This design comes from an exercise in tuning for small area on the open sky130 flow, not from production work. Only simulation tests tie the RTL to the original design; equivalence was not proved. No activity file was given, so power comes from the tool's default toggle rates.

## adc_capture_top
module adc_capture_top (
  input  logic         adc_clk,
  input  logic         dcm_reset,
  input  logic [31:0]  lane,
  input  logic         sync,
  input  logic         overrange,
  input  logic         out_ready,
  output logic [133:0] out_frame,
  output logic         out_valid,
  output logic         overflow
);
==> flow/config.mk <==
export PLATFORM = sky130hd
export DESIGN_NAME = adc_capture_top
export DESIGN_NICKNAME = adc_capture_top
export VERILOG_FILES = /design/flow/design.v
export SDC_FILE = /design/flow/constraint.sdc
export NUM_CORES = 4
export LEC_CHECK = 0
export CAP_MARGIN = 20
export CORE_MARGIN = 2
export CORE_UTILIZATION = 40
export CTS_CLUSTER_DIAMETER = 80
export CTS_CLUSTER_SIZE = 25
export PLACE_DENSITY = 0.6
export SLEW_MARGIN = 20
==> flow/constraint.sdc <==
create_clock -name core_clock -period 5.0 [get_ports {adc_clk}]
set_input_delay 1.0000 -clock core_clock [delete_from_list [all_inputs] [get_ports {adc_clk}]]
set_output_delay 1.0000 -clock core_clock [all_outputs]
set_load 0.01 [all_outputs]
run.sh (not shown) runs the stock make flow with config.mk's settings and CLKGATE_MAP_FILE= SYNTH_SCRIPT=/design/flow/synth_recipe.tcl, a recipe that flattens the netlist after the stock synthesis.
The first run finished with timing, DRC and antenna clean.
==> next run, changes <==
- CORE_UTILIZATION: 40 -> 60
- CTS_BUF_LIST: default -> sky130_fd_sc_hd__clkbuf_4
- CTS_CLUSTER_DIAMETER: 80 -> default
- CTS_CLUSTER_SIZE: 25 -> default
- PLACE_DENSITY: 0.6 -> 0.75
What happened: The changed run went through all stages and came out clean; non-clock buffer count falls by 12; via count rises by a little under a tenth; sequential cell count does not change; total power rises by about a fifth.
==> next run, changes <==
- CORE_UTILIZATION: 60 -> 40
- CTS_BUF_LIST: sky130_fd_sc_hd__clkbuf_4 -> default
- PLACE_DENSITY: 0.75 -> 0.6
=>
- The new run finished with timing, DRC and antenna clean
- worst hold slack improves by 0.054 ns
- die area is higher by well over a third
- first-iteration DRC count fell by about a fifth
- cell area goes up slightly
- routed wire length is higher by a little under a tenth
==> next run, changes <==
==> flow/flow/run.sh (new file) <==
#!/bin/bash
# Standard ORFS layout (the standard.sh), with smaller port buffers and a
# clock tree built from larger sink clusters without dummy loads.
set -euo pipefail
cd "$(dirname "$0")/.."
bash standard.sh \
  "BUFFER_PORTS_ARGS=-buffer_cell sky130_fd_sc_hd__buf_1" \
  "CTS_ARGS=-sink_clustering_enable -repair_clock_nets -sink_clustering_size 25 -sink_clustering_max_diameter 80 -dont_use_dummy_load" \
  finish > flow_make.log 2>&1
==> flow/standard.sh (new file) <==
#!/bin/bash
# synth_recipe.tcl (not shown) runs the flow's synth.tcl, then flattens the netlist and writes it again
# the make line also repeats each setting of config.mk as NAME=value (left out here)
make -C /OpenROAD-flow-scripts/flow DESIGN_CONFIG=/design/flow/config.mk WORK_HOME=/design/flow/orfs CLKGATE_MAP_FILE= SYNTH_SCRIPT=/design/flow/synth_recipe.tcl "${@:-finish}"
removed: flow/run.sh
Result:
- The changed run completed with no timing, DRC or antenna violations
- routed wire length goes down by 3.2%
- design area goes down by 7.5%
- setup slack is better by 0.50 ns
- critical path depth stays the same
- combinational power goes down by 20%

---

adc_capture_top, a different RTL version from the one above (not shown whole).
Size: ~1200 flip-flops, about 170 I/O pins, about 36000 sq um of cells after synthesis.
## adc_capture_top
module adc_capture_top (
  input  logic         adc_clk,
  input  logic         dcm_reset,
  input  logic [31:0]  lane,
  input  logic         sync,
  input  logic         overrange,
  input  logic         out_ready,
  output logic [133:0] out_frame,
  output logic         out_valid,
  output logic         overflow
);
Settings: LEC_CHECK=0, CAP_MARGIN=20, CORE_MARGIN=2, CORE_UTILIZATION=50, PLACE_DENSITY=0.7, SLEW_MARGIN=20; clock period 5.0 ns.
standard.sh (not shown) runs the stock make flow with config.mk's settings and CLKGATE_MAP_FILE= SYNTH_SCRIPT=/design/flow/synth_recipe.tcl, a recipe that flattens the netlist after the stock synthesis.
==> flow/flow/run.sh <==
#!/bin/bash
# Synthesis: the standard flow's synthesis script, except that ABC maps the logic with the area
# script flow/area.abc (registers, their names and cell types are as in the standard
# synthesis). Layout: the standard ORFS flow with buf_1 port buffers, no large signal
# buffers for the resizer, and a clock tree of clkbuf_8 over 18-sink clusters without
# dummy loads.
set -euo pipefail
cd "$(dirname "$0")/.."
W=$PWD
{
  head -n 1 synth_recipe.tcl
  cat <<'TCL'
proc abc {args} {
  set i [lsearch -exact $args -script]
  if {$i >= 0} { set args [lreplace $args [expr {$i + 1}] [expr {$i + 1}] $::env(MY_ABC_SCRIPT)] }
  yosys abc {*}$args
}
TCL
  tail -n +2 synth_recipe.tcl
} > my_synth.tcl
MY_ABC_SCRIPT=$W/flow/area.abc bash standard.sh "SYNTH_SCRIPT=$W/my_synth.tcl" synth > flow_synth.log 2>&1
MY_ABC_SCRIPT=$W/flow/area.abc bash standard.sh "SYNTH_SCRIPT=$W/my_synth.tcl" \
  "DONT_USE_CELLS=sky130_fd_sc_hd__probe_p_8 sky130_fd_sc_hd__probec_p_8 sky130_fd_sc_hd__lpflow_bleeder_1 sky130_fd_sc_hd__lpflow_clkbufkapwr_1 sky130_fd_sc_hd__lpflow_clkbufkapwr_16 sky130_fd_sc_hd__lpflow_clkbufkapwr_2 sky130_fd_sc_hd__lpflow_clkbufkapwr_4 sky130_fd_sc_hd__lpflow_clkbufkapwr_8 sky130_fd_sc_hd__lpflow_clkinvkapwr_1 sky130_fd_sc_hd__lpflow_clkinvkapwr_16 sky130_fd_sc_hd__lpflow_clkinvkapwr_2 sky130_fd_sc_hd__lpflow_clkinvkapwr_4 sky130_fd_sc_hd__lpflow_clkinvkapwr_8 sky130_fd_sc_hd__lpflow_decapkapwr_12 sky130_fd_sc_hd__lpflow_decapkapwr_3 sky130_fd_sc_hd__lpflow_decapkapwr_4 sky130_fd_sc_hd__lpflow_decapkapwr_6 sky130_fd_sc_hd__lpflow_decapkapwr_8 sky130_fd_sc_hd__lpflow_inputiso0n_1 sky130_fd_sc_hd__lpflow_inputiso0p_1 sky130_fd_sc_hd__lpflow_inputiso1n_1 sky130_fd_sc_hd__lpflow_inputiso1p_1 sky130_fd_sc_hd__lpflow_inputisolatch_1 sky130_fd_sc_hd__lpflow_isobufsrc_1 sky130_fd_sc_hd__lpflow_isobufsrc_16 sky130_fd_sc_hd__lpflow_isobufsrc_2 sky130_fd_sc_hd__lpflow_isobufsrc_4 sky130_fd_sc_hd__lpflow_isobufsrc_8 sky130_fd_sc_hd__lpflow_isobufsrckapwr_16 sky130_fd_sc_hd__lpflow_lsbuf_lh_hl_isowell_tap_1 sky130_fd_sc_hd__lpflow_lsbuf_lh_hl_isowell_tap_2 sky130_fd_sc_hd__lpflow_lsbuf_lh_hl_isowell_tap_4 sky130_fd_sc_hd__lpflow_lsbuf_lh_isowell_4 sky130_fd_sc_hd__lpflow_lsbuf_lh_isowell_tap_1 sky130_fd_sc_hd__lpflow_lsbuf_lh_isowell_tap_2 sky130_fd_sc_hd__lpflow_lsbuf_lh_isowell_tap_4  sky130_fd_sc_hd__buf_8 sky130_fd_sc_hd__buf_12 sky130_fd_sc_hd__buf_16" \
  "BUFFER_PORTS_ARGS=-buffer_cell sky130_fd_sc_hd__buf_1" \
  "CTS_ARGS=-sink_clustering_enable -repair_clock_nets -sink_clustering_size 18 -sink_clustering_max_diameter 55 -dont_use_dummy_load -buf_list sky130_fd_sc_hd__clkbuf_8" \
  finish > flow_layout.log 2>&1
Other scripts of this flow, unchanged in this note and not shown: flow/flow/area.abc
The first run finished clean.
Edit:
--- a/flow/flow/run.sh
+++ b/flow/flow/run.sh
@@ -3,5 +3,5 @@
 # script flow/area.abc (registers, their names and cell types are as in the standard
 # synthesis). Layout: the standard ORFS flow with buf_1 port buffers, no large signal
-# buffers for the resizer, and a clock tree of clkbuf_8 over 18-sink clusters without
+# buffers for the resizer, and a clock tree of clkbuf_8 over 16-sink clusters without
 # dummy loads.
 set -euo pipefail
@@ -23,4 +23,4 @@
   "DONT_USE_CELLS=sky130_fd_sc_hd__probe_p_8 sky130_fd_sc_hd__probec_p_8 sky130_fd_sc_hd__lpflow_bleeder_1 sky130_fd_sc_hd__lpflow_clkbufkapwr_1 sky130_fd_sc_hd__lpflow_clkbufkapwr_16 sky130_fd_sc_hd__lpflow_clkbufkapwr_2 sky130_fd_sc_hd__lpflow_clkbufkapwr_4 sky130_fd_sc_hd__lpflow_clkbufkapwr_8 sky130_fd_sc_hd__lpflow_clkinvkapwr_1 sky130_fd_sc_hd__lpflow_clkinvkapwr_16 sky130_fd_sc_hd__lpflow_clkinvkapwr_2 sky130_fd_sc_hd__lpflow_clkinvkapwr_4 sky130_fd_sc_hd__lpflow_clkinvkapwr_8 sky130_fd_sc_hd__lpflow_decapkapwr_12 sky130_fd_sc_hd__lpflow_decapkapwr_3 sky130_fd_sc_hd__lpflow_decapkapwr_4 sky130_fd_sc_hd__lpflow_decapkapwr_6 sky130_fd_sc_hd__lpflow_decapkapwr_8 sky130_fd_sc_hd__lpflow_inputiso0n_1 sky130_fd_sc_hd__lpflow_inputiso0p_1 sky130_fd_sc_hd__lpflow_inputiso1n_1 sky130_fd_sc_hd__lpflow_inputiso1p_1 sky130_fd_sc_hd__lpflow_inputisolatch_1 sky130_fd_sc_hd__lpflow_isobufsrc_1 sky130_fd_sc_hd__lpflow_isobufsrc_16 sky130_fd_sc_hd__lpflow_isobufsrc_2 sky130_fd_sc_hd__lpflow_isobufsrc_4 sky130_fd_sc_hd__lpflow_isobufsrc_8 sky130_fd_sc_hd__lpflow_isobufsrckapwr_16 sky130_fd_sc_hd__lpflow_lsbuf_lh_hl_isowell_tap_1 sky130_fd_sc_hd__lpflow_lsbuf_lh_hl_isowell_tap_2 sky130_fd_sc_hd__lpflow_lsbuf_lh_hl_isowell_tap_4 sky130_fd_sc_hd__lpflow_lsbuf_lh_isowell_4 sky130_fd_sc_hd__lpflow_lsbuf_lh_isowell_tap_1 sky130_fd_sc_hd__lpflow_lsbuf_lh_isowell_tap_2 sky130_fd_sc_hd__lpflow_lsbuf_lh_isowell_tap_4  sky130_fd_sc_hd__buf_8 sky130_fd_sc_hd__buf_12 sky130_fd_sc_hd__buf_16" \
   "BUFFER_PORTS_ARGS=-buffer_cell sky130_fd_sc_hd__buf_1" \
-  "CTS_ARGS=-sink_clustering_enable -repair_clock_nets -sink_clustering_size 18 -sink_clustering_max_diameter 55 -dont_use_dummy_load -buf_list sky130_fd_sc_hd__clkbuf_8" \
+  "CTS_ARGS=-sink_clustering_enable -repair_clock_nets -sink_clustering_size 16 -sink_clustering_max_diameter 60 -dont_use_dummy_load -buf_list sky130_fd_sc_hd__clkbuf_8" \
   finish > flow_layout.log 2>&1
--- a/flow/config.mk
+++ b/flow/config.mk
@@ -8,5 +8,5 @@
 export CAP_MARGIN = 20
 export CORE_MARGIN = 2
-export CORE_UTILIZATION = 50
-export PLACE_DENSITY = 0.7
+export CORE_UTILIZATION = 40
+export PLACE_DENSITY = 0.6
 export SLEW_MARGIN = 20
The changed run completed without violations.
Global-route usage fell by 3.4 points.
Clock power rose by about 4%.
Clock skew rose by 0.034 ns.
Sequential share of layout area fell by 0.72 points.
Combinational power hardly moves.
Maximum frequency rose by 5.3%.
Edit:
--- a/flow/config.mk
+++ b/flow/config.mk
@@ -8,5 +8,5 @@
 export CAP_MARGIN = 20
 export CORE_MARGIN = 2
-export CORE_UTILIZATION = 40
-export PLACE_DENSITY = 0.6
+export CORE_UTILIZATION = 50
+export PLACE_DENSITY = 0.7
 export SLEW_MARGIN = 20
Effect: Routed wire length decreases by a few percent. Cell area decreases slightly. Die area decreases by about a fifth. Power decreases slightly. Sequential power hardly moves. Cell count decreases by a few percent. Non-clock buffer count decreases by 16. Hold slack is about the same. Via count increases slightly. Clock skew decreases by 0.026 ns.

-- static timing again, ports no longer ideal --
The flow's constraints put no driver on any port. The routed layouts listed below were extracted and timed again, unchanged, in two steps.
Step 1, drivers: a clkbuf_16 drives adc_clk and a buf_2 each remaining input, both assumed.
Step 2 adds t to the input delays and takes it off the output delays; t is the mean of the earliest and latest rising clock arrival at the registers after step 1. Input paths then give back, and output paths get back, about the clock's delay inside the block.
Slacks: no drivers / after step 1 / after step 2; pairs: no drivers / after step 1.
run | t, ns | setup slack, ns | latest minus earliest clock arrival (ns) | worst register clock-pin slew, ns
the first run of note 1 | 0.714 | 0.831 / 0.765 / 1.278 | 0.034 / 0.034 | 0.10 / 0.10
the second run of note 1 | 1.161 | 0.458 / 0.393 / 1.376 | 0.101 / 0.101 | 0.08 / 0.08
the third run of note 1 | 0.742 | 0.705 / 0.636 / 1.316 | 0.033 / 0.033 | 0.07 / 0.07
the fourth run of note 1 | 0.704 | 1.201 / 1.138 / 1.666 | 0.101 / 0.101 | 0.10 / 0.10
the first run of note 2 | 0.733 | 1.168 / 1.168 / 0.827 | 0.078 / 0.078 | 0.11 / 0.11
the second run of note 2 | 0.754 | 1.362 / 1.362 / 0.837 | 0.110 / 0.110 | 0.10 / 0.10
the third run of note 2 | 0.754 | 1.149 / 1.149 / 0.814 | 0.086 / 0.087 | 0.10 / 0.10
After both steps setup and hold are still met in every run listed. The setup slack of the second run of note 2, which loses most, moves by 0.000 ns with the drivers and by -0.525 ns with both steps.
